Context: an optimization exercise on an open-source flow, tuned for small area. The choices shown serve that exercise and are no tape-out recipe.
At most, simulation tests tie the RTL to the original design; equivalence was not proved.
Function not checked in runs 3 and 4: the RTL went through the layout flow alone.
Power and IR drop assume default switching activity.

<file path="flow/config.mk">
export PLATFORM = sky130hd
export DESIGN_NAME = decode_stage
export DESIGN_NICKNAME = decode_stage
export VERILOG_FILES = /design/flow/design.v
export SDC_FILE = /design/flow/constraint.sdc
export NUM_CORES = 4
export LEC_CHECK = 0
export CAP_MARGIN = 20
export CORE_AREA = 5 5 295 295
export DIE_AREA = 0 0 300 300
export SLEW_MARGIN = 20
export SYNTH_HIERARCHICAL = 1
export SYNTH_MINIMUM_KEEP_SIZE = 0
</file>
<file path="flow/constraint.sdc">
create_clock -name core_clock -period 12.0 [get_ports {clk_i}]
set_input_delay 2.4000 -clock core_clock [delete_from_list [all_inputs] [get_ports {clk_i}]]
set_output_delay 2.4000 -clock core_clock [all_outputs]
set_load 0.01 [all_outputs]
</file>
<file path="flow/design.v">
package rv64_isa_pkg;
  typedef logic [63:0] xlen_t;
  typedef logic [31:0] inst_t;
  typedef logic [4:0]  reg_addr_t;
  typedef logic [6:0]  opcode_t;
  typedef logic [2:0]  funct3_t;
  typedef logic [6:0]  funct7_t;
  typedef logic [2:0]  imm_fmt_t;
  localparam opcode_t OP_IMM    = 7'b0010011;
  localparam opcode_t OP_IMM_32 = 7'b0011011;
  localparam opcode_t LOAD      = 7'b0000011;
  localparam opcode_t STORE     = 7'b0100011;
  localparam opcode_t LUI       = 7'b0110111;
  localparam opcode_t AUIPC     = 7'b0010111;
  localparam opcode_t OP        = 7'b0110011;
  localparam opcode_t OP_32     = 7'b0111011;
  localparam opcode_t JAL       = 7'b1101111;
  localparam opcode_t JALR      = 7'b1100111;
  localparam opcode_t BRANCH    = 7'b1100011;
  localparam funct7_t F7_BASE = 7'b0000000;
  localparam funct7_t F7_ALT  = 7'b0100000;
  localparam funct3_t F3_ADD_SUB = 3'b000;
  localparam funct3_t F3_SLL     = 3'b001;
  localparam funct3_t F3_SLT     = 3'b010;
  localparam funct3_t F3_SLTU    = 3'b011;
  localparam funct3_t F3_XOR     = 3'b100;
  localparam funct3_t F3_SRL_SRA = 3'b101;
  localparam funct3_t F3_OR      = 3'b110;
  localparam funct3_t F3_AND     = 3'b111;
  localparam funct3_t F3_BEQ  = 3'b000;
  localparam funct3_t F3_BNE  = 3'b001;
  localparam funct3_t F3_BLT  = 3'b100;
  localparam funct3_t F3_BGE  = 3'b101;
  localparam funct3_t F3_BLTU = 3'b110;
  localparam funct3_t F3_BGEU = 3'b111;
  localparam imm_fmt_t IMM_NONE = 3'd0;
  localparam imm_fmt_t IMM_I    = 3'd1;
  localparam imm_fmt_t IMM_U    = 3'd2;
  localparam imm_fmt_t IMM_J    = 3'd3;
  localparam imm_fmt_t IMM_B    = 3'd4;
  localparam imm_fmt_t IMM_S    = 3'd5;
endpackage
package exec_ctrl_pkg;
  typedef logic [7:0] alu_op_t;
  typedef logic [2:0] alu_sel_t;
  typedef logic [7:0] mem_mask_t;
  typedef logic [1:0] fwd_sel_t;
  typedef logic [1:0] redir_kind_t;
  localparam alu_op_t ALU_NONE = 8'd0;
  localparam alu_op_t ALU_OR   = 8'd1;
  localparam alu_op_t ALU_XOR  = 8'd2;
  localparam alu_op_t ALU_AND  = 8'd3;
  localparam alu_op_t ALU_SLL  = 8'd4;
  localparam alu_op_t ALU_SRL  = 8'd5;
  localparam alu_op_t ALU_ADD  = 8'd6;
  localparam alu_op_t ALU_SUB  = 8'd7;
  localparam alu_op_t ALU_SRA  = 8'd8;
  localparam alu_op_t ALU_SLT  = 8'd9;
  localparam alu_op_t ALU_SLTU = 8'd10;
  localparam alu_op_t ALU_SRLW = 8'd11;
  localparam alu_op_t ALU_SUBW = 8'd12;
  localparam alu_op_t ALU_ADDW = 8'd13;
  localparam alu_op_t ALU_SLLW = 8'd14;
  localparam alu_op_t ALU_SRAW = 8'd15;
  localparam alu_sel_t SEL_NONE    = 3'd0;
  localparam alu_sel_t SEL_LOGIC   = 3'd1;
  localparam alu_sel_t SEL_SHIFT   = 3'd2;
  localparam alu_sel_t SEL_COMPARE = 3'd3;
  localparam alu_sel_t SEL_ARITH   = 3'd4;
  localparam mem_mask_t MASK_BYTE   = 8'h01;
  localparam mem_mask_t MASK_HALF   = 8'h03;
  localparam mem_mask_t MASK_WORD   = 8'h0f;
  localparam mem_mask_t MASK_DOUBLE = 8'hff;
  localparam fwd_sel_t FWD_REGFILE = 2'd0;
  localparam fwd_sel_t FWD_EX      = 2'd1;
  localparam fwd_sel_t FWD_WB      = 2'd2;
  localparam fwd_sel_t FWD_MEM     = 2'd3;
  localparam redir_kind_t REDIR_NONE   = 2'd0;
  localparam redir_kind_t REDIR_SEQ    = 2'd1;
  localparam redir_kind_t REDIR_JALR   = 2'd2;
  localparam redir_kind_t REDIR_TARGET = 2'd3;
endpackage
`timescale 1ns/100ps
module inst_decoder
(
  input  rv64_isa_pkg::inst_t     inst_i,
  output rv64_isa_pkg::reg_addr_t rs1_addr_o,
  output rv64_isa_pkg::reg_addr_t rs2_addr_o,
  output logic      rs1_en_o,
  output logic      rs2_en_o,
  output logic      is_jalr_o,
  output logic      is_branch_o
);
  rv64_isa_pkg::opcode_t opcode;
  logic i_cls, r_cls, b_cls, s_cls, jalr;
  assign opcode = inst_i[6:0];
  assign i_cls = (opcode == rv64_isa_pkg::OP_IMM) || (opcode == rv64_isa_pkg::OP_IMM_32) ||
                 (opcode == rv64_isa_pkg::LOAD);
  assign r_cls = (opcode == rv64_isa_pkg::OP) || (opcode == rv64_isa_pkg::OP_32);
  assign b_cls = (opcode == rv64_isa_pkg::BRANCH);
  assign s_cls = (opcode == rv64_isa_pkg::STORE);
  assign jalr  = (opcode == rv64_isa_pkg::JALR);
  assign rs1_en_o = i_cls || r_cls || b_cls || s_cls || jalr;
  assign rs2_en_o = r_cls || b_cls || s_cls;
  assign rs1_addr_o = rs1_en_o ? inst_i[19:15] : '0;
  assign rs2_addr_o = rs2_en_o ? inst_i[24:20] : '0;
  assign is_jalr_o   = jalr;
  assign is_branch_o = b_cls;
endmodule
`timescale 1ns/100ps
module imm_gen
(
  input  logic [31:7]          ir_i,
  input  rv64_isa_pkg::xlen_t  rs2_val_i,
  input  logic                 i_fmt_i,
  input  logic                 u_fmt_i,
  input  logic                 s_fmt_i,
  input  logic                 rs2_sel_i,
  input  logic                 link_i,
  output rv64_isa_pkg::xlen_t  op2_o
);
  rv64_isa_pkg::xlen_t imm;
  logic sgn, imm_en;
  assign imm_en = i_fmt_i || u_fmt_i || s_fmt_i;
  assign sgn    = imm_en && ir_i[31];
  assign imm[63:32] = {32{sgn}};
  assign imm[31:12] = u_fmt_i ? ir_i[31:12] : {20{sgn}};
  assign imm[11]    = (i_fmt_i || s_fmt_i) && ir_i[31];
  assign imm[10:5]  = (i_fmt_i || s_fmt_i) ? ir_i[30:25] : 6'b0;
  assign imm[4:0]   = i_fmt_i ? ir_i[24:20] : (s_fmt_i ? ir_i[11:7] : 5'b0);
  always_comb begin
    op2_o = imm | (rs2_sel_i ? rs2_val_i : '0);
    op2_o[2] = op2_o[2] | link_i;
  end
endmodule
`timescale 1ns/100ps
module fwd_bit
(
  input  logic a, b, c, d, e,
  input  logic sa, sb, sc, sd, se,
  output logic y
);
  assign y = (sa & a) | (sb & b) | (sc & c) | (sd & d) | (se & e);
endmodule
module operand_forward
(
  input  rv64_isa_pkg::xlen_t    regfile_data_i,
  input  rv64_isa_pkg::xlen_t    ex_data_i,
  input  rv64_isa_pkg::xlen_t    mem_data_i,
  input  rv64_isa_pkg::xlen_t    wb_data_i,
  input  rv64_isa_pkg::xlen_t    load_data_i,
  input  exec_ctrl_pkg::fwd_sel_t fwd_sel_i,
  input  logic     load_fwd_i,
  output rv64_isa_pkg::xlen_t    operand_o
);
  logic s_ld, s_rf, s_ex, s_wb, s_mem;
  assign s_ld  = load_fwd_i;
  assign s_rf  = !load_fwd_i && (fwd_sel_i == exec_ctrl_pkg::FWD_REGFILE);
  assign s_ex  = !load_fwd_i && (fwd_sel_i == exec_ctrl_pkg::FWD_EX);
  assign s_wb  = !load_fwd_i && (fwd_sel_i == exec_ctrl_pkg::FWD_WB);
  assign s_mem = !load_fwd_i && (fwd_sel_i == exec_ctrl_pkg::FWD_MEM);
  for (genvar i = 0; i < 64; i++) begin : g_bit
    fwd_bit u_bit (
      .a (load_data_i[i]), .b (regfile_data_i[i]), .c (ex_data_i[i]),
      .d (wb_data_i[i]),   .e (mem_data_i[i]),
      .sa (s_ld), .sb (s_rf), .sc (s_ex), .sd (s_wb), .se (s_mem),
      .y (operand_o[i])
    );
  end
endmodule
`timescale 1ns/100ps
module cmp_leaf
(
  input  logic a, b,
  output logic e, l
);
  assign e = !(a ^ b);
  assign l = !a && b;
endmodule
module cmp_node_n
(
  input  logic eh, lh, el, ll,
  output logic en, ln
);
  assign en = !(eh && el);
  assign ln = !(lh || (eh && ll));
endmodule
module cmp_node_p
(
  input  logic ehn, lhn, eln, lln,
  output logic e, l
);
  assign e = !(ehn || eln);
  assign l = !(lhn && (ehn || lln));
endmodule
module cmp64
(
  input  rv64_isa_pkg::xlen_t a_i,
  input  rv64_isa_pkg::xlen_t b_i,
  output logic eq_o,
  output logic ltu_o
);
  logic [63:0] e0, l0;
  logic [31:0] e1, l1;
  logic [15:0] e2, l2;
  logic [7:0]  e3, l3;
  logic [3:0]  e4, l4;
  logic [1:0]  e5, l5;
  for (genvar i = 0; i < 64; i++) begin : g_leaf
    cmp_leaf u (.a (a_i[i]), .b (b_i[i]), .e (e0[i]), .l (l0[i]));
  end
  for (genvar i = 0; i < 32; i++) begin : g_l1
    cmp_node_n u (.eh (e0[2*i+1]), .lh (l0[2*i+1]), .el (e0[2*i]), .ll (l0[2*i]), .en (e1[i]), .ln (l1[i]));
  end
  for (genvar i = 0; i < 16; i++) begin : g_l2
    cmp_node_p u (.ehn (e1[2*i+1]), .lhn (l1[2*i+1]), .eln (e1[2*i]), .lln (l1[2*i]), .e (e2[i]), .l (l2[i]));
  end
  for (genvar i = 0; i < 8; i++) begin : g_l3
    cmp_node_n u (.eh (e2[2*i+1]), .lh (l2[2*i+1]), .el (e2[2*i]), .ll (l2[2*i]), .en (e3[i]), .ln (l3[i]));
  end
  for (genvar i = 0; i < 4; i++) begin : g_l4
    cmp_node_p u (.ehn (e3[2*i+1]), .lhn (l3[2*i+1]), .eln (e3[2*i]), .lln (l3[2*i]), .e (e4[i]), .l (l4[i]));
  end
  for (genvar i = 0; i < 2; i++) begin : g_l5
    cmp_node_n u (.eh (e4[2*i+1]), .lh (l4[2*i+1]), .el (e4[2*i]), .ll (l4[2*i]), .en (e5[i]), .ln (l5[i]));
  end
  cmp_node_p u_l6 (.ehn (e5[1]), .lhn (l5[1]), .eln (e5[0]), .lln (l5[0]), .e (eq_o), .l (ltu_o));
endmodule
module amux_bit
(
  input  logic j, r, g, p,
  output logic y
);
  assign y = (j & r) | (g & p);
endmodule
module ahi_bit
(
  input  logic j, r, g, p, s,
  output logic a, ax
);
  assign a  = (j & r) | (g & p);
  assign ax = a ^ s;
endmodule
module shi_bit
(
  input  logic a, bp, l,
  output logic y
);
  assign y = a ^ (bp & l);
endmodule
module add_lo
(
  input  logic [12:0] a_i,
  input  logic [12:0] b_i,
  output logic [12:0] s_o,
  output logic        c_o
);
  assign {c_o, s_o} = a_i + b_i;
endmodule
module branch_resolve
(
  input  rv64_isa_pkg::xlen_t   pc_i,
  input  rv64_isa_pkg::xlen_t   rs1_val_i,
  input  rv64_isa_pkg::xlen_t   rs2_val_i,
  input  rv64_isa_pkg::inst_t   inst_i,
  input  logic    is_branch_i,
  input  logic    is_jalr_i,
  input  logic    predict_taken_i,
  output logic    redirect_o,
  output rv64_isa_pkg::xlen_t   redirect_pc_o
);
  rv64_isa_pkg::funct3_t f3;
  logic eq, ltu, lt, cmp, taken, go_pc, go_seq, go_tgt, j, s, c13, cx;
  logic [12:0] a_lo, b_lo, s_lo;
  logic [50:0] a_hi, ax_hi, l_hi, s_hi;
  logic [6:0]  grp, bp;
  assign f3 = inst_i[14:12];
  cmp64 u_cmp (.a_i (rs1_val_i), .b_i (rs2_val_i), .eq_o (eq), .ltu_o (ltu));
  assign lt    = ltu ^ (!f3[1] && (rs1_val_i[63] ^ rs2_val_i[63]));
  assign cmp   = f3[2] ? lt : eq;
  assign taken = is_branch_i && (f3[2] || !f3[1]) && (cmp ^ f3[0]);
  assign j          = is_jalr_i;
  assign redirect_o = j || (predict_taken_i ^ taken);
  assign go_pc      = !j && (predict_taken_i ^ taken);
  assign go_seq     = go_pc && predict_taken_i;
  assign go_tgt     = go_pc && !predict_taken_i;
  assign b_lo = ({13{j}} & {inst_i[31], inst_i[31:20]}) |
                ({13{go_tgt}} & {inst_i[31], inst_i[7], inst_i[30:25], inst_i[11:8], 1'b0}) |
                {10'b0, go_seq, 2'b0};
  assign s = (j || go_tgt) && inst_i[31];
  for (genvar i = 0; i < 13; i++) begin : g_alo
    amux_bit u (.j (j), .r (rs1_val_i[i]), .g (go_pc), .p (pc_i[i]), .y (a_lo[i]));
  end
  add_lo u_add_lo (.a_i (a_lo), .b_i (b_lo), .s_o (s_lo), .c_o (c13));
  for (genvar i = 0; i < 51; i++) begin : g_ahi
    ahi_bit u (.j (j), .r (rs1_val_i[13+i]), .g (go_pc), .p (pc_i[13+i]), .s (s),
               .a (a_hi[i]), .ax (ax_hi[i]));
  end
  for (genvar i = 0; i < 51; i++) begin : g_lhi
    if (i % 8 == 0) begin : g_first
      assign l_hi[i] = 1'b1;
    end else begin : g_next
      assign l_hi[i] = l_hi[i-1] & ax_hi[i-1];
    end
  end
  for (genvar k = 0; k < 7; k++) begin : g_grp
    if (k < 6) begin : g_full
      assign grp[k] = l_hi[8*k+7] & ax_hi[8*k+7];
    end else begin : g_last
      assign grp[k] = 1'b0;
    end
  end
  assign cx = c13 ^ s;
  assign bp[0] = cx;
  for (genvar k = 1; k < 7; k++) begin : g_bp
    assign bp[k] = bp[k-1] & grp[k-1];
  end
  for (genvar i = 0; i < 51; i++) begin : g_shi
    shi_bit u (.a (a_hi[i]), .bp (bp[i/8]), .l (l_hi[i]), .y (s_hi[i]));
  end
  assign redirect_pc_o = {s_hi, s_lo[12:1], s_lo[0] && !j};
endmodule
`timescale 1ns/100ps
module ex_operand_latch
(
  input  rv64_isa_pkg::xlen_t     pc_q,
  input  rv64_isa_pkg::xlen_t     rs1_q,
  input  rv64_isa_pkg::xlen_t     rs2_q,
  input  logic [31:2]             ir_q,
  input  logic                    ok_q,
  output exec_ctrl_pkg::alu_op_t   ex_alu_op_o,
  output exec_ctrl_pkg::alu_sel_t  ex_alu_sel_o,
  output rv64_isa_pkg::xlen_t     ex_rs1_data_o,
  output rv64_isa_pkg::xlen_t     ex_rs2_data_o,
  output rv64_isa_pkg::reg_addr_t ex_wb_addr_o,
  output logic      ex_wb_en_o,
  output logic      ex_mem_r_en_o,
  output logic      ex_mem_w_en_o,
  output exec_ctrl_pkg::mem_mask_t ex_mem_mask_o,
  output logic      ex_mem_signed_o,
  output rv64_isa_pkg::xlen_t     ex_store_data_o
);
  logic [4:0] op;
  logic [2:0] f3;
  logic [6:0] f7;
  logic op_imm, op_imm32, load, store, lui, auipc, op_r, op_r32, jal, jalr;
  logic i_cls, u_cls, r_cls, f7_base, f7_alt, r_bad;
  logic [3:0] alu;
  assign op = ir_q[6:2];
  assign f3 = ir_q[14:12];
  assign f7 = ir_q[31:25];
  assign op_imm   = ok_q && (op == 5'b00100);
  assign op_imm32 = ok_q && (op == 5'b00110);
  assign load     = ok_q && (op == 5'b00000);
  assign store    = ok_q && (op == 5'b01000);
  assign lui      = ok_q && (op == 5'b01101);
  assign auipc    = ok_q && (op == 5'b00101);
  assign op_r     = ok_q && (op == 5'b01100);
  assign op_r32   = ok_q && (op == 5'b01110);
  assign jal      = ok_q && (op == 5'b11011);
  assign jalr     = ok_q && (op == 5'b11001);
  assign i_cls   = op_imm || op_imm32 || load;
  assign u_cls   = lui || auipc;
  assign r_cls   = op_r || op_r32;
  assign f7_base = (f7 == 7'b0000000);
  assign f7_alt  = (f7 == 7'b0100000);
  assign r_bad   = r_cls && !f7_base && !f7_alt;
  always_comb begin
    alu = 4'd0;
    if (op_imm || (op_r && !r_bad)) begin
      case (f3)
        3'b000: alu = (op_r && f7_alt) ? 4'd7 : 4'd6;
        3'b001: alu = 4'd4;
        3'b010: alu = 4'd9;
        3'b011: alu = 4'd10;
        3'b100: alu = 4'd2;
        3'b101: alu = ir_q[30] ? 4'd8 : 4'd5;
        3'b110: alu = 4'd1;
        3'b111: alu = 4'd3;
      endcase
    end else if (op_imm32 || (op_r32 && !r_bad)) begin
      case (f3)
        3'b000: alu = (op_r32 && f7_alt) ? 4'd12 : 4'd13;
        3'b001: alu = 4'd14;
        3'b101: alu = ir_q[30] ? 4'd15 : 4'd11;
        default: alu = 4'd0;
      endcase
    end else if (lui) begin
      alu = 4'd1;
    end else if (load || store || auipc || jal || jalr) begin
      alu = 4'd6;
    end
  end
  assign ex_alu_op_o = {4'b0, alu};
  always_comb begin
    case (alu)
      4'd1, 4'd2, 4'd3:                         ex_alu_sel_o = exec_ctrl_pkg::SEL_LOGIC;
      4'd4, 4'd5, 4'd8, 4'd11, 4'd14, 4'd15:    ex_alu_sel_o = exec_ctrl_pkg::SEL_SHIFT;
      4'd9, 4'd10:                              ex_alu_sel_o = exec_ctrl_pkg::SEL_COMPARE;
      4'd6, 4'd7, 4'd12, 4'd13:                 ex_alu_sel_o = exec_ctrl_pkg::SEL_ARITH;
      default:                                  ex_alu_sel_o = exec_ctrl_pkg::SEL_NONE;
    endcase
  end
  assign ex_wb_en_o    = i_cls || u_cls || r_cls || jal || jalr;
  assign ex_mem_r_en_o = load;
  assign ex_mem_w_en_o = store;
  assign ex_wb_addr_o    = ex_wb_en_o ? ir_q[11:7] : 5'b0;
  assign ex_mem_signed_o = !(load && f3[2]);
  always_comb begin
    ex_mem_mask_o = '0;
    if (load || store) begin
      case (f3[1:0])
        2'b00: ex_mem_mask_o = exec_ctrl_pkg::MASK_BYTE;
        2'b01: ex_mem_mask_o = exec_ctrl_pkg::MASK_HALF;
        2'b10: ex_mem_mask_o = exec_ctrl_pkg::MASK_WORD;
        2'b11: ex_mem_mask_o = exec_ctrl_pkg::MASK_DOUBLE;
      endcase
    end
  end
  always_comb begin
    ex_store_data_o = '0;
    if (store) begin
      case (f3[1:0])
        2'b00: ex_store_data_o = {56'b0, rs2_q[7:0]};
        2'b01: ex_store_data_o = {48'b0, rs2_q[15:0]};
        2'b10: ex_store_data_o = {32'b0, rs2_q[31:0]};
        2'b11: ex_store_data_o = rs2_q;
      endcase
    end
  end
  always_comb begin
    if (i_cls || r_cls || store || (ok_q && op == 5'b11000)) ex_rs1_data_o = rs1_q;
    else if (jal || jalr || auipc) ex_rs1_data_o = pc_q;
    else ex_rs1_data_o = '0;
  end
  imm_gen i_imm_gen (
    .ir_i      (ir_q[31:7]),
    .rs2_val_i (rs2_q),
    .i_fmt_i   (i_cls),
    .u_fmt_i   (u_cls),
    .s_fmt_i   (store),
    .rs2_sel_i (r_cls || (ok_q && op == 5'b11000)),
    .link_i    (jal || jalr),
    .op2_o     (ex_rs2_data_o)
  );
endmodule
`timescale 1ns/100ps
module decode_stage
(
  input  logic      clk_i,
  input  logic      reset_i,
  input  rv64_isa_pkg::xlen_t     pc_i,
  input  rv64_isa_pkg::inst_t     inst_i,
  input  logic      predict_taken_i,
  input  rv64_isa_pkg::xlen_t     rs1_data_i,
  input  rv64_isa_pkg::xlen_t     rs2_data_i,
  input  rv64_isa_pkg::xlen_t     ex_data_i,
  input  rv64_isa_pkg::xlen_t     mem_data_i,
  input  rv64_isa_pkg::xlen_t     wb_data_i,
  input  rv64_isa_pkg::xlen_t     load_data_i,
  input  exec_ctrl_pkg::fwd_sel_t  rs1_fwd_sel_i,
  input  exec_ctrl_pkg::fwd_sel_t  rs2_fwd_sel_i,
  input  logic      rs1_load_fwd_i,
  input  logic      rs2_load_fwd_i,
  output rv64_isa_pkg::reg_addr_t rs1_addr_o,
  output rv64_isa_pkg::reg_addr_t rs2_addr_o,
  output logic      rs1_r_en_o,
  output logic      rs2_r_en_o,
  output logic      redirect_o,
  output rv64_isa_pkg::xlen_t     redirect_pc_o,
  output exec_ctrl_pkg::alu_op_t   ex_alu_op_o,
  output exec_ctrl_pkg::alu_sel_t  ex_alu_sel_o,
  output rv64_isa_pkg::xlen_t     ex_rs1_data_o,
  output rv64_isa_pkg::xlen_t     ex_rs2_data_o,
  output rv64_isa_pkg::xlen_t     ex_pc_o,
  output rv64_isa_pkg::reg_addr_t ex_wb_addr_o,
  output logic      ex_wb_en_o,
  output logic      ex_mem_r_en_o,
  output logic      ex_mem_w_en_o,
  output exec_ctrl_pkg::mem_mask_t ex_mem_mask_o,
  output logic      ex_mem_signed_o,
  output rv64_isa_pkg::xlen_t     ex_store_data_o
);
  rv64_isa_pkg::xlen_t rs1_val, rs2_val;
  logic is_jalr, is_branch;
  rv64_isa_pkg::xlen_t pc_q, rs1_q, rs2_q;
  logic [31:2] ir_q;
  logic        ok_q;
  always_ff @(posedge clk_i) begin
    pc_q  <= pc_i;
    rs1_q <= rs1_val;
    rs2_q <= rs2_val;
    ir_q  <= inst_i[31:2];
  end
  always_ff @(posedge clk_i) begin
    ok_q <= !reset_i && inst_i[1] && inst_i[0];
  end
  assign ex_pc_o = pc_q;
  inst_decoder i_inst_decoder (
    .inst_i,
    .rs1_addr_o, .rs2_addr_o,
    .rs1_en_o    (rs1_r_en_o), .rs2_en_o (rs2_r_en_o),
    .is_jalr_o   (is_jalr),    .is_branch_o (is_branch)
  );
  operand_forward i_rs1_forward (
    .regfile_data_i (rs1_data_i),
    .ex_data_i, .mem_data_i, .wb_data_i, .load_data_i,
    .fwd_sel_i      (rs1_fwd_sel_i),
    .load_fwd_i     (rs1_load_fwd_i),
    .operand_o      (rs1_val)
  );
  operand_forward i_rs2_forward (
    .regfile_data_i (rs2_data_i),
    .ex_data_i, .mem_data_i, .wb_data_i, .load_data_i,
    .fwd_sel_i      (rs2_fwd_sel_i),
    .load_fwd_i     (rs2_load_fwd_i),
    .operand_o      (rs2_val)
  );
  branch_resolve i_branch_resolve (
    .pc_i,
    .rs1_val_i   (rs1_val),   .rs2_val_i   (rs2_val),
    .inst_i,
    .is_branch_i (is_branch), .is_jalr_i (is_jalr),
    .predict_taken_i,
    .redirect_o,
    .redirect_pc_o
  );
  ex_operand_latch i_ex_operand_latch (
    .pc_q, .rs1_q, .rs2_q, .ir_q, .ok_q,
    .ex_alu_op_o, .ex_alu_sel_o, .ex_rs1_data_o, .ex_rs2_data_o,
    .ex_wb_addr_o, .ex_wb_en_o, .ex_mem_r_en_o, .ex_mem_w_en_o,
    .ex_mem_mask_o, .ex_mem_signed_o, .ex_store_data_o
  );
endmodule
</file>
<file path="flow/flow/run.sh">
#!/bin/bash
# Standard layout (the standard.sh, standard synthesis unchanged) with:
#  - port buffers made from the smallest buffer cell,
#  - a clock tree of smaller clock buffers without dummy loads,
#  - downsizing of gates off the critical paths after global routing.
set -e -o pipefail
export BUFFER_PORTS_ARGS="-buffer_cell sky130_fd_sc_hd__buf_1"
export CTS_ARGS="-sink_clustering_enable -repair_clock_nets -dont_use_dummy_load -buf_list {sky130_fd_sc_hd__clkbuf_4 sky130_fd_sc_hd__clkbuf_8}"
export RECOVER_POWER=100
bash standard.sh > standard.log 2>&1
</file>
<file path="flow/standard.sh">
#!/bin/bash
# synth_recipe.tcl (not shown) runs the flow's synth.tcl, then flattens the netlist and writes it again
# the make line also repeats each setting of config.mk as NAME=value (left out here)
make -C /OpenROAD-flow-scripts/flow DESIGN_CONFIG=/design/flow/config.mk WORK_HOME=/design/flow/orfs CLKGATE_MAP_FILE= SYNTH_SCRIPT=/design/flow/synth_recipe.tcl "${@:-finish}"
</file>
==> results of run 1 <==
flip-flops by register name, indices dropped and copies added, names as in the netlist:
| name | flops |
|---|---|
| ok_q | 1 |
| ir_q | 30 |
| rs1_q | 64 |
| pc_q | 64 |
| rs2_q | 64 |
layer usage:
| layer | vias up | wire length (um) | track usage [%] | part of all wire [%] |
|---|---|---|---|---|
| li1 | 8427 | - | - | - |
| met1 | 9230 | 40470 | 25.95 | 38 |
| met2 | 1326 | 50240 | 37.77 | 48 |
| met5 | - | 73 | 0 | 0.069 |
| met4 | 10 | 4597 | 8.627 | 4.3 |
| met3 | 257 | 10380 | 6.296 | 9.8 |
metrics by stage:
| step | util, % | cells | area, um^2 |
|---|---|---|---|
| finish | 24.56 | 3739 | 20520 |
| global route | 24.52 | 3727 | 20490 |
| CTS | 24.64 | 3721 | 20590 |
| detailed placement | 23.83 | 3674 | 19910 |
| global placement | 23.83 | 3674 | 19910 |
| floorplan | - | 1726 | 14830 |
critical path, delay by kind of cell:
kind / cells / cell delay [ns]
and+or+nand+nor: 10 / 2.12
AOI/OAI and AO/OA: 10 / 2.11
buffers and inverters: 8 / 1.49
xor gates and xnor gates: 3 / 0.50
muxes: 1 / 0.32
adders and majority gates: 1 / 0.25
layout make-up:
type / count / share of cell area, %
Timing Repair Buffer: 927 / 19.27
Sequential cell: 223 / 21.75
Multi-Input combinational cell: 1366 / 47.59
Inverter: 78 / 1.427
Tap cell: 1080 / 6.585
Clock buffer: 47 / 3.152
Antenna cell: 18 / 0.2195
what timing repair did:
item                                    4_1_cts  5_1_grt
pin swaps                                     0        2
hold buffers                                  0        0
cloned                                        0        0
gates resized for setup                       9       15
endpoints found under the setup margin       47       51
worst max-delay path by stage:
stage,from,end,slack [ns]
after floorplan,rs1_fwd_sel_i[0],redirect_pc_o[21],0.02
after CTS,rs1_fwd_sel_i[0],redirect_pc_o[60],0.006
final,rs1_load_fwd_i,redirect_pc_o[55],0.30
after global placement,rs1_fwd_sel_i[0],redirect_pc_o[29],-0.35
after detailed placement,rs1_fwd_sel_i[0],redirect_pc_o[29],-0.29
after global routing,rs1_load_fwd_i,redirect_pc_o[16],0.01
power by group through the flow:
stage	Combinational (mW)	Sequential, mW	Clock, mW
6_report	0.550	0.853	0.688
5_1_grt	0.598	0.857	0.748
4_1_cts	0.554	0.851	0.720
3_5_place_dp	0.550	0.865	0
3_3_place_gp	0.547	0.866	0
2_1_floorplan	0.273	0.845	0
==> flow_summary.ini, run 1 <==
[run_status]
outcome = failed layout checks
failed_checks = capacitance limit, slew limit

[cells_and_area]
syn_to_final_growth_pct = 39.35
nets = 3211
layout_common_cells = 820 x buf_1, 321 x nand2_1, 223 x dfxtp_1, 151 x a22oi_1, 138 x a22o_1
seq_area_um2 = 4464
final_common_cell = buf_1
multiInputGateArea_um2 = 9766
nFillCells = 9458
drive_above_1_share_pct = 8.027

[power_and_ir_drop]
power.leakage_nw = 8.238
p_int_mw = 1.346
p_seq_share_pct = 40.8
power.density_nw_per_um2 = 101.9
clkPwrFrac_pct = 32.9
ir_drop_mv = 0.06552
power_mw = 2.091
switching_share_pct = 35.63
switching_power_uw = 745.1
comb_power_share_pct = 26.3

[clock_network]
cts_max_level = 2
cts_buffer_depth = 3
path_clk_slew_ns = 0.06
post-cts-setup-buffers = 0
clkSinkCount = 223
cts_tree = yes
clockRootBuffer = clkbuf_8
numCtsBuffers = 47

[sta]
layout_setup_ws_ns = 0.3017
timing.fmax_ghz = 0.08548
drv_slew = 165
finalSetupViolations = 0
hold_viol_final = 0
holdWs_ns = 1.910
worstMarginPinSlew_ns = 3.124
rsz0062_at_grt = no
slew_headroom_pct = -109.0
final.setup.tns_ns = 0
period_needed_ns = 11.70
fin_crit_sh_pct = 97.49

[grt]
grt_max_degree = 48
grt_pass1_vias = 19330
grt_overflow = 0
antenna_found_initial = 24
grt_use_total_pct = 22.00
grt_pass1_wl_um = 143900

[floorplan]
initial_core_util_pct = 17.63
dieArea_um2 = 90000
rows = 106
num_io_pins = 850
coreArea_um2 = 83560
die_w_um = 300
dieHeight_um = 300

[place]
place_congestion = 0.9537
hpwlAfterDp_um = 86700
preCtsSetupSlack_ns = -0.2937
port_buffers = 845

[critical_path]
path_class = primary input to output port
start_kind = primary input
required_ns = 9.60
cp_max_fo = 32
crit_arrival_ns = 9.30
cp_slowest_stage_delay_ns = 0.42
worstSetupEndpointType = output port
cp_slowest_cell = a222oi_1

[drt]
vias = 19250
drc = 0
totalWireLength_um = 105800
ant_nets = 0
routed_via_density = 5.148
wl_per_cell_um = 28.29
drt_iter0_drc = 2572
dr.pass1.iters = 10

[job]
drv_cap = 5

[worst_hold_path]
whs_path_depth = 1
hold_start = pc_i[33]
holdPathEnd = pc_q[33]
hold_class = primary input to flop

[synthesis]
synth_area_um2 = 14730
synth_warnings = 9
netlist_instances = 1717
syn_avg_cell_area_um2 = 8.577
==> inputs of run 2 (changes only) <==
==> flow/flow/run.sh (replaced) <==
#!/bin/bash
# Standard layout (the standard.sh, standard synthesis unchanged) with:
#  - port buffers made from the smallest buffer cell,
#  - a clock tree of smaller clock buffers without dummy loads,
#  - gates off the critical paths downsized after global placement, before
#    the standard repair_design of the resize step.
set -e -o pipefail
export BUFFER_PORTS_ARGS="-buffer_cell sky130_fd_sc_hd__buf_1"
export CTS_ARGS="-sink_clustering_enable -repair_clock_nets -dont_use_dummy_load -buf_list {sky130_fd_sc_hd__clkbuf_4 sky130_fd_sc_hd__clkbuf_8}"
export PRE_RESIZE_TCL=$PWD/flow/pre_resize.tcl
bash standard.sh > standard.log 2>&1
==> flow/flow/pre_resize.tcl (new file) <==
# Downsize gates with timing slack (same footprint only); repair_design in
# the resize step then fixes any slew or capacitance this leaves.
estimate_parasitics -placement
set_dont_use $::env(DONT_USE_CELLS)
report_design_area
repair_timing -recover_power 100 -match_cell_footprint -verbose
report_design_area
report_wns
==> flow_summary.ini, run 2 <==
[power_and_ir_drop]
comb_power_share_pct = 26.5
power.density_nw_per_um2 = 101.1
ir_drop_mv = 0.06391
p_seq_share_pct = 40.9
p_int_mw = 1.333
power.leakage_nw = 8.323
switching_share_pct = 36.06
clkPwrFrac_pct = 32.6
switching_power_uw = 751.9

[sta]
drv_slew = 0
finalSetupViolations = 0
timing.fmax_ghz = 0.08592
hold_viol_final = 0
rsz0062_at_grt = no
fin_crit_sh_pct = 96.99
holdWs_ns = 1.882
period_needed_ns = 11.64
slew_headroom_pct = 19.60
worstMarginPinSlew_ns = 1.204
final.setup.tns_ns = 0

[cells_and_area]
final_common_cell = buf_1
drive_above_1_share_pct = 8.623
layout_common_cells = 842 x buf_1, 319 x nand2_1, 223 x dfxtp_1, 151 x a22oi_1, 138 x a22o_1
reg_top3 = pc_q: 64 flops, rs1_q: 64 flops, rs2_q: 64 flops
nets = 3214
syn_to_final_growth_pct = 40.10
stdcell_count = 3737

[place]
place_inst = 3677
hpwlAfterDp_um = 86960
place_congestion = 0.9537
port_buffers = 845

[synthesis]
synth_warnings = 9
netlist_instances = 1717
syn_avg_cell_area_um2 = 8.577
synth_area_um2 = 14730

[grt]
grt_overflow = 0
grt_max_degree = 48
grt_use_total_pct = 21.89
antenna_found_initial = 25
grt_pass1_wl_um = 143200
grt_pass1_vias = 19240

[critical_path]
startpoint = rs1_fwd_sel_i[1]
path_class = primary input to output port
required_ns = 9.60
worstSetupEndpointType = output port
crit_arrival_ns = 9.24
cp_max_fo = 25
cpMostUsedCell = a21oi_2
cp_slowest_cell = a222oi_1
cp_slowest_stage_delay_ns = 0.61
start_kind = primary input

[drt]
ant_nets = 0
dr.pass1.iters = 10
vias = 19190
totalWireLength_um = 105400
wl_per_cell_um = 28.22
routed_via_density = 5.135
drt_iter0_drc = 2579
drc = 0

[clock_network]
cts_max_level = 2
numCtsBuffers = 45
cts_hold_buf = 0
cts_buffer_depth = 3
cts_tree = yes
clockRootBuffer = clkbuf_8
clkSinkCount = 223
path_clk_slew_ns = 0.06

[job]
drv_cap = 0

[worst_hold_path]
hold_start = inst_i[29]
hold_class = primary input to flop
holdPathEnd = ir_q[29]
whs_path_depth = 1

[floorplan]
dieArea_um2 = 90000
initial_core_util_pct = 17.63
die_w_um = 300
rows = 106
num_io_pins = 850
coreArea_um2 = 83560
dieHeight_um = 300

[run_status]
outcome = complete, no violations
==> run 2: changes by cell type in the layout (fill, tap and decap cells not counted), moves of 3 or more <==
cell,change
and2_0,-28
buf_2,+3
clkbuf_1,-28
clkbuf_4,-4
buf_4,+9
diode_2,-5
and2_1,+28
buf_1,+22
==> run 2: final cells by class <==
| class | instances | area [um^2] |
|---|---|---|
| Tap cell | 1080 | 1351 |
| Fill cell | 9399 | 62920 |
| Antenna cell | 13 | 32.53 |
| Inverter | 78 | 292.8 |
| Multi-Input combinational cell | 1366 | 9817 |
| Clock buffer | 45 | 619.3 |
| Timing Repair Buffer | 932 | 4055 |
| Sequential cell | 223 | 4464 |
==> run 2: worst max path at each step <==
stage | end | slack (ns)
finish | redirect_pc_o[29] | 0.36
global route | redirect_pc_o[25] | 0.02
CTS | redirect_pc_o[29] | 0.01
detailed placement | redirect_pc_o[29] | -0.34
global placement | redirect_pc_o[29] | -0.35
floorplan | redirect_pc_o[21] | 0.02
==> run 2: routing by layer <==
layer | vias to the layer above | part of all wire [%] | track usage (%)
met5 | - | 0.035 | 0
met1 | 9145 | 38 | 26.18
met2 | 1380 | 48 | 37.69
met3 | 249 | 10 | 5.618
met4 | 6 | 4.2 | 8.461
li1 | 8409 | - | -
==> run 2: stage by stage <==
stage | setup slack [ns] | util (%) | power (mW) | area [um^2]
global route | 0.01820 | 24.67 | 2.191 | 20610
detailed placement | -0.3398 | 23.81 | 1.411 | 19890
CTS | 0.01019 | 24.57 | 2.111 | 20530
finish | 0.3618 | 24.69 | 2.085 | 20630
global placement | -0.3467 | 23.83 | 1.413 | 19910
floorplan | 0.02121 | - | 1.119 | 14830
==> run 2: worst max-delay path: cells and delay by family <==
| kind | cells | cell delay [ns] |
|---|---|---|
| simple gates | 9 | 2.14 |
| fa+ha+maj | 1 | 0.26 |
| xor+xnor | 3 | 0.72 |
| buf+inv | 7 | 1.24 |
| compound gates | 10 | 2.10 |
| mux | 1 | 0.32 |
==> run 2: power by group through the flow <==
stage / clock, mW / sequential [mW] / combinational (mW)
2_1_floorplan: 0 / 0.845 / 0.273
3_3_place_gp: 0 / 0.866 / 0.547
3_5_place_dp: 0 / 0.864 / 0.546
4_1_cts: 0.710 / 0.850 / 0.550
5_1_grt: 0.735 / 0.856 / 0.599
6_report: 0.681 / 0.852 / 0.553
==> run 2: repair_timing <==
action                                  4_1_cts  5_1_grt
resized for setup                             7       16
buffers inserted                              0        2
endpoints found under the setup margin       48       51
pin swaps                                     0        5
==> inputs of run 3 (changes only) <==
--- a/flow/design.v
+++ b/flow/design.v
@@ -256,5 +256,26 @@
   output logic        c_o
 );
-  assign {c_o, s_o} = a_i + b_i;
+  logic [12:0] p, g;
+  logic [13:0] c;
+  logic [2:0]  bg, bpp;
+  assign p = a_i ^ b_i;
+  assign g = a_i & b_i;
+  for (genvar k = 0; k < 3; k++) begin : g_blk
+    assign bg[k]  = g[4*k+3] | (p[4*k+3] & g[4*k+2]) | (p[4*k+3] & p[4*k+2] & g[4*k+1]) |
+                    (p[4*k+3] & p[4*k+2] & p[4*k+1] & g[4*k]);
+    assign bpp[k] = &p[4*k+3:4*k];
+  end
+  assign c[0]  = 1'b0;
+  assign c[4]  = bg[0];
+  assign c[8]  = bg[1] | (bpp[1] & bg[0]);
+  assign c[12] = bg[2] | (bpp[2] & bg[1]) | (bpp[2] & bpp[1] & bg[0]);
+  assign c[13] = g[12] | (p[12] & c[12]);
+  for (genvar i = 0; i < 13; i++) begin : g_sum
+    if (i % 4 != 0) begin : g_rip
+      assign c[i] = g[i-1] | (p[i-1] & c[i-1]);
+    end
+    assign s_o[i] = p[i] ^ c[i];
+  end
+  assign c_o = c[13];
 endmodule
 module branch_resolve
--- a/flow/flow/run.sh
+++ b/flow/flow/run.sh
@@ -7,5 +7,5 @@
 set -e -o pipefail
 export BUFFER_PORTS_ARGS="-buffer_cell sky130_fd_sc_hd__buf_1"
-export CTS_ARGS="-sink_clustering_enable -repair_clock_nets -dont_use_dummy_load -buf_list {sky130_fd_sc_hd__clkbuf_4 sky130_fd_sc_hd__clkbuf_8}"
+export CTS_ARGS="-sink_clustering_enable -repair_clock_nets -dont_use_dummy_load -sink_clustering_size 20 -sink_clustering_max_diameter 80 -buf_list {sky130_fd_sc_hd__clkbuf_4 sky130_fd_sc_hd__clkbuf_8}"
 export PRE_RESIZE_TCL=$PWD/flow/pre_resize.tcl
 bash standard.sh > standard.log 2>&1
--- a/flow/config.mk
+++ b/flow/config.mk
@@ -9,4 +9,5 @@
 export CORE_AREA = 5 5 295 295
 export DIE_AREA = 0 0 300 300
+export PLACE_DENSITY = 0.8
 export SLEW_MARGIN = 20
 export SYNTH_HIERARCHICAL = 1
==> flow_summary.ini, run 3 <==
[sta]
finalSetupViolations = 0
worstMarginPinSlew_ns = 0.8265
timing.fmax_ghz = 0.08518
slew_headroom_pct = 44.90
holdWs_ns = 1.834
drv_slew = 0
fin_crit_sh_pct = 97.84
hold_viol_final = 0
period_needed_ns = 11.74

[grt]
antenna_found_initial = 42
grt_max_degree = 45
grt_overflow = 0
use_met3_pct = 6.751
globalRoute.busiestLayer = met2
grt.met1_usage_pct = 26.94
grt_pass1_vias = 19030
grt_use_total_pct = 22.54
grt_pass1_wl_um = 146300
grt_util_met2_pct = 37.36

[drt]
wl_per_cell_um = 29.81
vias = 19390
ant_nets = 0
drt_iter0_drc = 2786
drc = 0
dr.pass1.iters = 10
totalWireLength_um = 110600
routed_via_density = 5.226

[floorplan]
coreArea_um2 = 83560
dieHeight_um = 300
die_w_um = 300
dieArea_um2 = 90000
num_io_pins = 850
rows = 106
initial_core_util_pct = 17.42

[place]
place_congestion = 0.9921
port_buffers = 845
place_inst = 3648
hpwlAfterDp_um = 91020
place_area_um2 = 19950

[clock_network]
clockRootBuffer = clkbuf_8
cts_max_level = 1
cts_hold_buf = 0
clkSinkCount = 223
path_clk_slew_ns = 0.12
cts_tree = yes
cts_buffer_depth = 3
numCtsBuffers = 27

[critical_path]
path_class = primary input to output port
required_ns = 9.60
cp_max_fo = 33
start_kind = primary input
cpMostUsedCell = buf_4
cp_slowest_stage_delay_ns = 0.36
crit_arrival_ns = 9.34
worstSetupEndpointType = output port
cp_slowest_cell = mux2_4

[worst_hold_path]
hold_class = primary input to flop
whs_path_depth = 1
hold_start = pc_i[48]
holdPathEnd = pc_q[48]

[power_and_ir_drop]
switching_share_pct = 37.23
power_mw = 1.926
switching_power_uw = 717.0
ir_drop_mv = 0.08930
power.density_nw_per_um2 = 93.34
p_seq_share_pct = 44.4
p_int_mw = 1.209
clkPwrFrac_pct = 26.4
comb_power_share_pct = 29.3
power.leakage_nw = 8.391

[cells_and_area]
layout_common_cells = 844 x buf_1, 314 x nand2_1, 223 x dfxtp_1, 151 x a22oi_1, 138 x a22o_1
final_common_cell = buf_1
reg_top3 = pc_q: 64 flops, rs1_q: 64 flops, rs2_q: 64 flops
stdcell_count = 3710
final_cell_area_um2 = 20630
syn_to_final_growth_pct = 41.76
nets = 3184
nFillCells = 9234
drive_above_1_share_pct = 8.746

[run_status]
outcome = complete, no violations

[synthesis]
synth_warnings = 9
netlist_instances = 1678
synth_area_um2 = 14550
syn_avg_cell_area_um2 = 8.673

[job]
drv_cap = 0
[run 3: metrics by stage]
stage | utilization, % | TNS (ns) | setup slack (ns)
2_1_floorplan | - | 0 | 0.3468
3_3_place_gp | 23.82 | -16.39 | -0.5297
3_5_place_dp | 23.87 | -17.74 | -0.5529
4_1_cts | 24.39 | 0 | 0.02937
5_1_grt | 24.65 | -0.01724 | -0.01224
6_report | 24.69 | 0 | 0.2597
[run 3: area by class of cell]
cell class / instances / area [um^2] / share of cell area (%)
Antenna cell: 23 / 57.56 / 0.2790
Multi-Input combinational cell: 1322 / 9683 / 46.93
Sequential cell: 223 / 4464 / 21.64
Tap cell: 1080 / 1351 / 6.550
Timing Repair Buffer: 950 / 4384 / 21.25
Inverter: 85 / 319.1 / 1.546
Clock buffer: 27 / 371.6 / 1.801
[run 3: metal layers]
layer / vias up / wire, um / share of wire (%)
met1: 9337 / 42060 / 38
met2: 1462 / 50640 / 46
met5: - / 166 / 0.15
met4: 26 / 5893 / 5.3
li1: 8265 / - / -
met3: 297 / 11830 / 11
[run 3: worst max-delay path by stage]
stage                         to  slack (ns)              from
6_report       redirect_pc_o[60]        0.26    rs2_load_fwd_i
3_3_place_gp   redirect_pc_o[60]       -0.53    rs2_load_fwd_i
3_5_place_dp   redirect_pc_o[21]       -0.55    rs2_load_fwd_i
5_1_grt        redirect_pc_o[60]       -0.01  rs1_fwd_sel_i[1]
2_1_floorplan  redirect_pc_o[11]        0.35  rs1_fwd_sel_i[0]
4_1_cts        redirect_pc_o[60]        0.03    rs1_load_fwd_i
[run 3: power groups by stage]
stage	Clock (mW)	Sequential (mW)	Combinational [mW]
6_report	0.508	0.854	0.564
3_3_place_gp	0	0.868	0.544
2_1_floorplan	0	0.845	0.268
5_1_grt	0.558	0.858	0.607
3_5_place_dp	0	0.867	0.546
4_1_cts	0.536	0.852	0.550
[run 3: worst max-delay path, delay by kind of cell]
family	cells	cell delay [ns]
AO/OA/AOI/OAI	10	1.75
XOR/XNOR	3	0.59
adder cells (fa/ha/maj)	1	0.29
buffers and inverters	8	1.54
multiplexers	1	0.36
AND/OR/NAND/NOR	10	2.23
[run 3: what timing repair did]
| action | CTS | global route |
|---|---|---|
| resized for setup | 9 | 17 |
| buffers inserted | 0 | 10 |
| endpoints found under the setup margin | 52 | 48 |
| pin swaps | 1 | 13 |
| gates cloned | 0 | 2 |
==> inputs of run 4 (changes only) <==
--- a/flow/design.v
+++ b/flow/design.v
@@ -109,4 +109,18 @@
 endmodule
 `timescale 1ns/100ps
+module ao21_bit
+(
+  input  logic a, b, c,
+  output logic y
+);
+  assign y = (a & b) | c;
+endmodule
+module ao221_bit
+(
+  input  logic a, b, c, d, e,
+  output logic y
+);
+  assign y = (a & b) | (c & d) | e;
+endmodule
 module imm_gen
 (
@@ -120,16 +134,20 @@
   output rv64_isa_pkg::xlen_t  op2_o
 );
-  rv64_isa_pkg::xlen_t imm;
-  logic sgn, imm_en;
-  assign imm_en = i_fmt_i || u_fmt_i || s_fmt_i;
-  assign sgn    = imm_en && ir_i[31];
-  assign imm[63:32] = {32{sgn}};
-  assign imm[31:12] = u_fmt_i ? ir_i[31:12] : {20{sgn}};
-  assign imm[11]    = (i_fmt_i || s_fmt_i) && ir_i[31];
-  assign imm[10:5]  = (i_fmt_i || s_fmt_i) ? ir_i[30:25] : 6'b0;
-  assign imm[4:0]   = i_fmt_i ? ir_i[24:20] : (s_fmt_i ? ir_i[11:7] : 5'b0);
+  logic is_fmt, sgn, sgn_is;
+  assign is_fmt = i_fmt_i || s_fmt_i;
+  assign sgn    = (is_fmt || u_fmt_i) && ir_i[31];
+  assign sgn_is = is_fmt && ir_i[31];
+  for (genvar i = 32; i < 64; i++) begin : g_hi
+    ao21_bit u (.a (rs2_sel_i), .b (rs2_val_i[i]), .c (sgn), .y (op2_o[i]));
+  end
+  for (genvar i = 12; i < 32; i++) begin : g_mid
+    ao221_bit u (.a (rs2_sel_i), .b (rs2_val_i[i]), .c (u_fmt_i), .d (ir_i[i]), .e (sgn_is),
+                 .y (op2_o[i]));
+  end
   always_comb begin
-    op2_o = imm | (rs2_sel_i ? rs2_val_i : '0);
-    op2_o[2] = op2_o[2] | link_i;
+    op2_o[11]   = (rs2_sel_i && rs2_val_i[11]) || sgn_is;
+    op2_o[10:5] = ({6{rs2_sel_i}} & rs2_val_i[10:5]) | ({6{is_fmt}} & ir_i[30:25]);
+    op2_o[4:0]  = ({5{rs2_sel_i}} & rs2_val_i[4:0]) | ({5{i_fmt_i}} & ir_i[24:20]) |
+                  ({5{s_fmt_i}} & ir_i[11:7]) | {2'b0, link_i, 2'b0};
   end
 endmodule
@@ -170,11 +188,14 @@
 endmodule
 `timescale 1ns/100ps
-module cmp_leaf
+module cmp4
 (
-  input  logic a, b,
-  output logic e, l
+  input  logic [3:0] a, b,
+  output logic en, ln
 );
-  assign e = !(a ^ b);
-  assign l = !a && b;
+  logic [3:0] e, l;
+  assign e  = ~(a ^ b);
+  assign l  = ~a & b;
+  assign en = !(&e);
+  assign ln = !(l[3] | (e[3] & l[2]) | (e[3] & e[2] & l[1]) | (e[3] & e[2] & e[1] & l[0]));
 endmodule
 module cmp_node_n
@@ -198,32 +219,24 @@
   input  rv64_isa_pkg::xlen_t a_i,
   input  rv64_isa_pkg::xlen_t b_i,
-  output logic eq_o,
-  output logic ltu_o
+  output logic eq_n_o,
+  output logic ltu_n_o
 );
-  logic [63:0] e0, l0;
-  logic [31:0] e1, l1;
   logic [15:0] e2, l2;
   logic [7:0]  e3, l3;
   logic [3:0]  e4, l4;
   logic [1:0]  e5, l5;
-  for (genvar i = 0; i < 64; i++) begin : g_leaf
-    cmp_leaf u (.a (a_i[i]), .b (b_i[i]), .e (e0[i]), .l (l0[i]));
-  end
-  for (genvar i = 0; i < 32; i++) begin : g_l1
-    cmp_node_n u (.eh (e0[2*i+1]), .lh (l0[2*i+1]), .el (e0[2*i]), .ll (l0[2*i]), .en (e1[i]), .ln (l1[i]));
-  end
   for (genvar i = 0; i < 16; i++) begin : g_l2
-    cmp_node_p u (.ehn (e1[2*i+1]), .lhn (l1[2*i+1]), .eln (e1[2*i]), .lln (l1[2*i]), .e (e2[i]), .l (l2[i]));
+    cmp4 u (.a (a_i[4*i+3:4*i]), .b (b_i[4*i+3:4*i]), .en (e2[i]), .ln (l2[i]));
   end
   for (genvar i = 0; i < 8; i++) begin : g_l3
-    cmp_node_n u (.eh (e2[2*i+1]), .lh (l2[2*i+1]), .el (e2[2*i]), .ll (l2[2*i]), .en (e3[i]), .ln (l3[i]));
+    cmp_node_p u (.ehn (e2[2*i+1]), .lhn (l2[2*i+1]), .eln (e2[2*i]), .lln (l2[2*i]), .e (e3[i]), .l (l3[i]));
   end
   for (genvar i = 0; i < 4; i++) begin : g_l4
-    cmp_node_p u (.ehn (e3[2*i+1]), .lhn (l3[2*i+1]), .eln (e3[2*i]), .lln (l3[2*i]), .e (e4[i]), .l (l4[i]));
+    cmp_node_n u (.eh (e3[2*i+1]), .lh (l3[2*i+1]), .el (e3[2*i]), .ll (l3[2*i]), .en (e4[i]), .ln (l4[i]));
   end
   for (genvar i = 0; i < 2; i++) begin : g_l5
-    cmp_node_n u (.eh (e4[2*i+1]), .lh (l4[2*i+1]), .el (e4[2*i]), .ll (l4[2*i]), .en (e5[i]), .ln (l5[i]));
+    cmp_node_p u (.ehn (e4[2*i+1]), .lhn (l4[2*i+1]), .eln (e4[2*i]), .lln (l4[2*i]), .e (e5[i]), .l (l5[i]));
   end
-  cmp_node_p u_l6 (.ehn (e5[1]), .lhn (l5[1]), .eln (e5[0]), .lln (l5[0]), .e (eq_o), .l (ltu_o));
+  cmp_node_n u_l6 (.eh (e5[1]), .lh (l5[1]), .el (e5[0]), .ll (l5[0]), .en (eq_n_o), .ln (ltu_n_o));
 endmodule
 module amux_bit
@@ -292,12 +305,12 @@
 );
   rv64_isa_pkg::funct3_t f3;
-  logic eq, ltu, lt, cmp, taken, go_pc, go_seq, go_tgt, j, s, c13, cx;
+  logic eq_n, ltu_n, lt, cmp, taken, go_pc, go_seq, go_tgt, j, s, c13, cx;
   logic [12:0] a_lo, b_lo, s_lo;
   logic [50:0] a_hi, ax_hi, l_hi, s_hi;
   logic [6:0]  grp, bp;
   assign f3 = inst_i[14:12];
-  cmp64 u_cmp (.a_i (rs1_val_i), .b_i (rs2_val_i), .eq_o (eq), .ltu_o (ltu));
-  assign lt    = ltu ^ (!f3[1] && (rs1_val_i[63] ^ rs2_val_i[63]));
-  assign cmp   = f3[2] ? lt : eq;
+  cmp64 u_cmp (.a_i (rs1_val_i), .b_i (rs2_val_i), .eq_n_o (eq_n), .ltu_n_o (ltu_n));
+  assign lt    = !ltu_n ^ (!f3[1] && (rs1_val_i[63] ^ rs2_val_i[63]));
+  assign cmp   = f3[2] ? lt : !eq_n;
   assign taken = is_branch_i && (f3[2] || !f3[1]) && (cmp ^ f3[0]);
   assign j          = is_jalr_i;
@@ -343,4 +356,63 @@
 endmodule
 `timescale 1ns/100ps
+module and_bit
+(
+  input  logic a, b,
+  output logic y
+);
+  assign y = a & b;
+endmodule
+module ao22_bit
+(
+  input  logic a, b, c, d,
+  output logic y
+);
+  assign y = (a & b) | (c & d);
+endmodule
+module alu_dec
+(
+  input  logic [31:2]              ir_i,
+  input  logic                     ok_i,
+  output exec_ctrl_pkg::alu_op_t   alu_op_o,
+  output exec_ctrl_pkg::alu_sel_t  alu_sel_o
+);
+  logic [4:0] o;
+  logic [2:0] f;
+  logic f7z, base, a64, a32, sub, sra, addc, lui;
+  logic f000, f001, f010, f011, f100, f101, f110, f111;
+  logic c_logic, c_shift, c_cmp, c_arith;
+  logic [3:0] alu;
+  assign o = ir_i[6:2];
+  assign f = ir_i[14:12];
+  assign f7z  = !ir_i[31] && !(|ir_i[29:25]);
+  assign base = ok_i && !o[4] && o[2] && !o[0] && (!o[3] || f7z);
+  assign a64  = base && !o[1];
+  assign a32  = base && o[1];
+  assign sub  = o[3] && ir_i[30];
+  assign sra  = ir_i[30];
+  assign addc = ok_i && ((o == 5'b00000) || (o == 5'b01000) || (o == 5'b00101) ||
+                         (o == 5'b11011) || (o == 5'b11001));
+  assign lui  = ok_i && (o == 5'b01101);
+  assign f000 = (f == 3'b000);
+  assign f001 = (f == 3'b001);
+  assign f010 = (f == 3'b010);
+  assign f011 = (f == 3'b011);
+  assign f100 = (f == 3'b100);
+  assign f101 = (f == 3'b101);
+  assign f110 = (f == 3'b110);
+  assign f111 = (f == 3'b111);
+  assign alu[0] = (a64 && ((f000 && sub) || f010 || (f101 && !sra) || f110 || f111)) ||
+                  (a32 && ((f000 && !sub) || f101)) || lui;
+  assign alu[1] = (a64 && (f000 || f011 || f100 || f111)) || (a32 && (f001 || f101)) || addc;
+  assign alu[2] = (a64 && (f000 || f001 || (f101 && !sra))) ||
+                  (a32 && (f000 || f001 || (f101 && sra))) || addc;
+  assign alu[3] = (a64 && (f010 || f011 || (f101 && sra))) || (a32 && (f000 || f001 || f101));
+  assign alu_op_o = {4'b0, alu};
+  assign c_logic = (a64 && (f100 || f110 || f111)) || lui;
+  assign c_shift = (a64 || a32) && (f001 || f101);
+  assign c_cmp   = a64 && (f010 || f011);
+  assign c_arith = ((a64 || a32) && f000) || addc;
+  assign alu_sel_o = {c_arith, c_shift || c_cmp, c_logic || c_cmp};
+endmodule
 module ex_operand_latch
 (
@@ -364,11 +436,8 @@
   logic [4:0] op;
   logic [2:0] f3;
-  logic [6:0] f7;
   logic op_imm, op_imm32, load, store, lui, auipc, op_r, op_r32, jal, jalr;
-  logic i_cls, u_cls, r_cls, f7_base, f7_alt, r_bad;
-  logic [3:0] alu;
+  logic i_cls, u_cls, r_cls;
   assign op = ir_q[6:2];
   assign f3 = ir_q[14:12];
-  assign f7 = ir_q[31:25];
   assign op_imm   = ok_q && (op == 5'b00100);
   assign op_imm32 = ok_q && (op == 5'b00110);
@@ -384,43 +453,5 @@
   assign u_cls   = lui || auipc;
   assign r_cls   = op_r || op_r32;
-  assign f7_base = (f7 == 7'b0000000);
-  assign f7_alt  = (f7 == 7'b0100000);
-  assign r_bad   = r_cls && !f7_base && !f7_alt;
-  always_comb begin
-    alu = 4'd0;
-    if (op_imm || (op_r && !r_bad)) begin
-      case (f3)
-        3'b000: alu = (op_r && f7_alt) ? 4'd7 : 4'd6;
-        3'b001: alu = 4'd4;
-        3'b010: alu = 4'd9;
-        3'b011: alu = 4'd10;
-        3'b100: alu = 4'd2;
-        3'b101: alu = ir_q[30] ? 4'd8 : 4'd5;
-        3'b110: alu = 4'd1;
-        3'b111: alu = 4'd3;
-      endcase
-    end else if (op_imm32 || (op_r32 && !r_bad)) begin
-      case (f3)
-        3'b000: alu = (op_r32 && f7_alt) ? 4'd12 : 4'd13;
-        3'b001: alu = 4'd14;
-        3'b101: alu = ir_q[30] ? 4'd15 : 4'd11;
-        default: alu = 4'd0;
-      endcase
-    end else if (lui) begin
-      alu = 4'd1;
-    end else if (load || store || auipc || jal || jalr) begin
-      alu = 4'd6;
-    end
-  end
-  assign ex_alu_op_o = {4'b0, alu};
-  always_comb begin
-    case (alu)
-      4'd1, 4'd2, 4'd3:                         ex_alu_sel_o = exec_ctrl_pkg::SEL_LOGIC;
-      4'd4, 4'd5, 4'd8, 4'd11, 4'd14, 4'd15:    ex_alu_sel_o = exec_ctrl_pkg::SEL_SHIFT;
-      4'd9, 4'd10:                              ex_alu_sel_o = exec_ctrl_pkg::SEL_COMPARE;
-      4'd6, 4'd7, 4'd12, 4'd13:                 ex_alu_sel_o = exec_ctrl_pkg::SEL_ARITH;
-      default:                                  ex_alu_sel_o = exec_ctrl_pkg::SEL_NONE;
-    endcase
-  end
+  alu_dec i_alu_dec (.ir_i (ir_q), .ok_i (ok_q), .alu_op_o (ex_alu_op_o), .alu_sel_o (ex_alu_sel_o));
   assign ex_wb_en_o    = i_cls || u_cls || r_cls || jal || jalr;
   assign ex_mem_r_en_o = load;
@@ -439,19 +470,18 @@
     end
   end
-  always_comb begin
-    ex_store_data_o = '0;
-    if (store) begin
-      case (f3[1:0])
-        2'b00: ex_store_data_o = {56'b0, rs2_q[7:0]};
-        2'b01: ex_store_data_o = {48'b0, rs2_q[15:0]};
-        2'b10: ex_store_data_o = {32'b0, rs2_q[31:0]};
-        2'b11: ex_store_data_o = rs2_q;
-      endcase
-    end
-  end
-  always_comb begin
-    if (i_cls || r_cls || store || (ok_q && op == 5'b11000)) ex_rs1_data_o = rs1_q;
-    else if (jal || jalr || auipc) ex_rs1_data_o = pc_q;
-    else ex_rs1_data_o = '0;
+  logic st_b, st_h, st_w, st_d;
+  assign st_b = store;
+  assign st_h = store && (f3[1:0] != 2'b00);
+  assign st_w = store && f3[1];
+  assign st_d = store && (f3[1:0] == 2'b11);
+  for (genvar i = 0; i < 64; i++) begin : g_st
+    and_bit u (.a ((i < 8) ? st_b : (i < 16) ? st_h : (i < 32) ? st_w : st_d), .b (rs2_q[i]),
+               .y (ex_store_data_o[i]));
+  end
+  logic op1_rs1, op1_pc;
+  assign op1_rs1 = i_cls || r_cls || store || (ok_q && op == 5'b11000);
+  assign op1_pc  = jal || jalr || auipc;
+  for (genvar i = 0; i < 64; i++) begin : g_op1
+    ao22_bit u (.a (op1_rs1), .b (rs1_q[i]), .c (op1_pc), .d (pc_q[i]), .y (ex_rs1_data_o[i]));
   end
   imm_gen i_imm_gen (
--- a/flow/flow/run.sh
+++ b/flow/flow/run.sh
@@ -7,5 +7,5 @@
 set -e -o pipefail
 export BUFFER_PORTS_ARGS="-buffer_cell sky130_fd_sc_hd__buf_1"
-export CTS_ARGS="-sink_clustering_enable -repair_clock_nets -dont_use_dummy_load -sink_clustering_size 20 -sink_clustering_max_diameter 80 -buf_list {sky130_fd_sc_hd__clkbuf_4 sky130_fd_sc_hd__clkbuf_8}"
+export CTS_ARGS="-sink_clustering_enable -repair_clock_nets -dont_use_dummy_load -buf_list {sky130_fd_sc_hd__clkbuf_4 sky130_fd_sc_hd__clkbuf_8}"
 export PRE_RESIZE_TCL=$PWD/flow/pre_resize.tcl
 bash standard.sh > standard.log 2>&1
--- a/flow/config.mk
+++ b/flow/config.mk
@@ -9,5 +9,4 @@
 export CORE_AREA = 5 5 295 295
 export DIE_AREA = 0 0 300 300
-export PLACE_DENSITY = 0.8
 export SLEW_MARGIN = 20
 export SYNTH_HIERARCHICAL = 1
==> flow_summary.ini, run 4 <==
[grt]
grt_use_total_pct = 22.30
antenna_found_initial = 46
grt_max_degree = 42
grt_pass1_vias = 18880
grt_pass1_wl_um = 144700
grt_overflow = 0

[clock_network]
cts_max_level = 2
clkSinkCount = 223
path_clk_slew_ns = 0.05
clockRootBuffer = clkbuf_8
cts_tree = yes
cts_hold_buf = 0
cts_buffer_depth = 3
numCtsBuffers = 47

[cells_and_area]
reg_top3 = pc_q: 64 flops, rs1_q: 64 flops, rs2_q: 64 flops
multiInputGateArea_um2 = 9278
seq_area_um2 = 4464
stdcell_count = 3742
layout_common_cells = 860 x buf_1, 227 x nand2_1, 223 x dfxtp_1, 139 x a22o_1, 132 x a222oi_1
syn_to_final_growth_pct = 52.19
final_cell_area_um2 = 21320
nFillCells = 9387
drive_above_1_share_pct = 10.85
final_common_cell = buf_1
nets = 3212

[drt]
drc = 0
ant_nets = 0
dr.pass1.iters = 10
totalWireLength_um = 109600
wl_per_cell_um = 29.28
routed_via_density = 5.118
vias = 19150
drt_iter0_drc = 2532

[critical_path]
startpoint = rs1_load_fwd_i
crit_buf_inv = 11
path_depth = 35
cp_max_fo = 19
path_class = primary input to output port
worstSetupEndpointType = output port
cp_slowest_cell = or4_1
cp_top_family = simple AND/OR/NAND/NOR gates
crit_arrival_ns = 9.24
required_ns = 9.60
start_kind = primary input
critPathCapture = redirect_pc_o[38]
cp_slowest_stage_delay_ns = 0.57

[power_and_ir_drop]
ir_drop_mv = 0.07854
power.leakage_nw = 8.917
power_mw = 2.138
power.density_nw_per_um2 = 100.3

[sta]
period_needed_ns = 11.64
drv_slew = 0
layout_setup_ws_ns = 0.3624
fin_crit_sh_pct = 96.98
hold_viol_final = 0
slew_headroom_pct = 28.18
worstMarginPinSlew_ns = 1.077
timing.fmax_ghz = 0.08593
finalSetupViolations = 0

[worst_hold_path]
hold_class = primary input to flop

[synthesis]
netlist_instances = 1555
syn_avg_cell_area_um2 = 9.009
synth_warnings = 9
synth_area_um2 = 14010

[job]
drv_cap = 0

[place]
place_inst = 3640
place_area_um2 = 20110
place_congestion = 0.9300
hpwlAfterDp_um = 90580
port_buffers = 845
preCtsSetupSlack_ns = -0.4916

[floorplan]
initial_core_util_pct = 16.77
dieArea_um2 = 90000
dieHeight_um = 300
die_w_um = 300
coreArea_um2 = 83560
rows = 106
num_io_pins = 850

[run_status]
outcome = complete, no violations
-- run 4: metal layers --
| layer | global-route usage, % | wire length, um | part of all wire, % |
|---|---|---|---|
| met1 | 26.73 | 42030 | 38 |
| met2 | 37.60 | 51740 | 47 |
| met3 | 6.441 | 11550 | 11 |
| met4 | 9.003 | 4106 | 3.7 |
| met5 | 0 | 138 | 0.13 |
-- run 4: repair_timing --
action / in CTS / in global routing
resized for setup: 11 / 35
setup buffers: 4 / 20
endpoints found under the setup margin: 52 / 53
pin swaps: 2 / 17
cloned: 0 / 5
-- run 4: area by class of cell --
type	instances	share of cell area, %
Sequential cell	223	20.94
Inverter	94	1.655
Tap cell	1080	6.338
Clock buffer	47	3.034
Antenna cell	26	0.3052
Multi-Input combinational cell	1227	43.52
Timing Repair Buffer	1045	24.21
-- run 4: how the worst min path moves through the flow --
stage / startpoint / end / cells past startpoint
finish: pc_i[34] / pc_q[34] / 1
detailed placement: pc_i[41] / pc_q[41] / 1
global placement: pc_i[39] / pc_q[39] / 1
CTS: pc_i[38] / pc_q[38] / 1
floorplan: inst_i[10] / ir_q[10] / 0
global route: pc_i[38] / pc_q[38] / 1
-- run 4: stage by stage --
step           hold WS, ns  setup TNS, ns  util [%]
2_1_floorplan        2.428              0         -
3_3_place_gp         2.525         -9.943     24.20
3_5_place_dp         2.525         -10.78     24.06
4_1_cts              1.836              0     24.93
5_1_grt              1.860      -0.007466     25.49
6_report             1.914              0     25.52
-- run 4: power breakdown --
group / internal, mW / total (mW) / switching, mW
combinational: 0.236 / 0.586 / 0.350
sequential: 0.806 / 0.858 / 0.0524
clock: 0.342 / 0.694 / 0.352

-- re-timing with driven ports --
No port has a modelled driver above. Below, the same layouts with a new extraction and two added sets of constraints.
Step 1 (the two cells are an assumption about what drives the block):
set clk [get_ports {clk_i}]
set_driving_cell -lib_cell sky130_fd_sc_hd__clkbuf_16 $clk
set_driving_cell -lib_cell sky130_fd_sc_hd__buf_2 [delete_from_list [all_inputs] $clk]
Step 2 moves the port delays by t, midway between the first and last clock arrival at a register: inputs arrive t later, outputs are due t later. That takes back most of the time a late clock gives input paths.
a / b / c = no drivers / after step 1 / after step 2; a / b = the first two.
run | t, ns | setup slack, ns | hold WS [ns] | worst data-port slew with drivers (ns)
run 1 | 0.654 | 0.302 / 0.183 / 0.183 | 1.910 / 1.887 / 2.541 | 0.26
run 2 | 0.663 | 0.362 / 0.302 / 0.302 | 1.882 / 1.878 / 2.541 | 0.24
run 3 | 0.699 | 0.260 / 0.209 / 0.209 | 1.834 / 1.807 / 2.506 | 0.21
run 4 | 0.649 | 0.362 / 0.321 / 0.321 | 1.914 / 1.882 / 2.531 | 0.23
The setup slack of run 1, which loses most, moves by -0.119 ns with the drivers and by -0.119 ns with both steps.
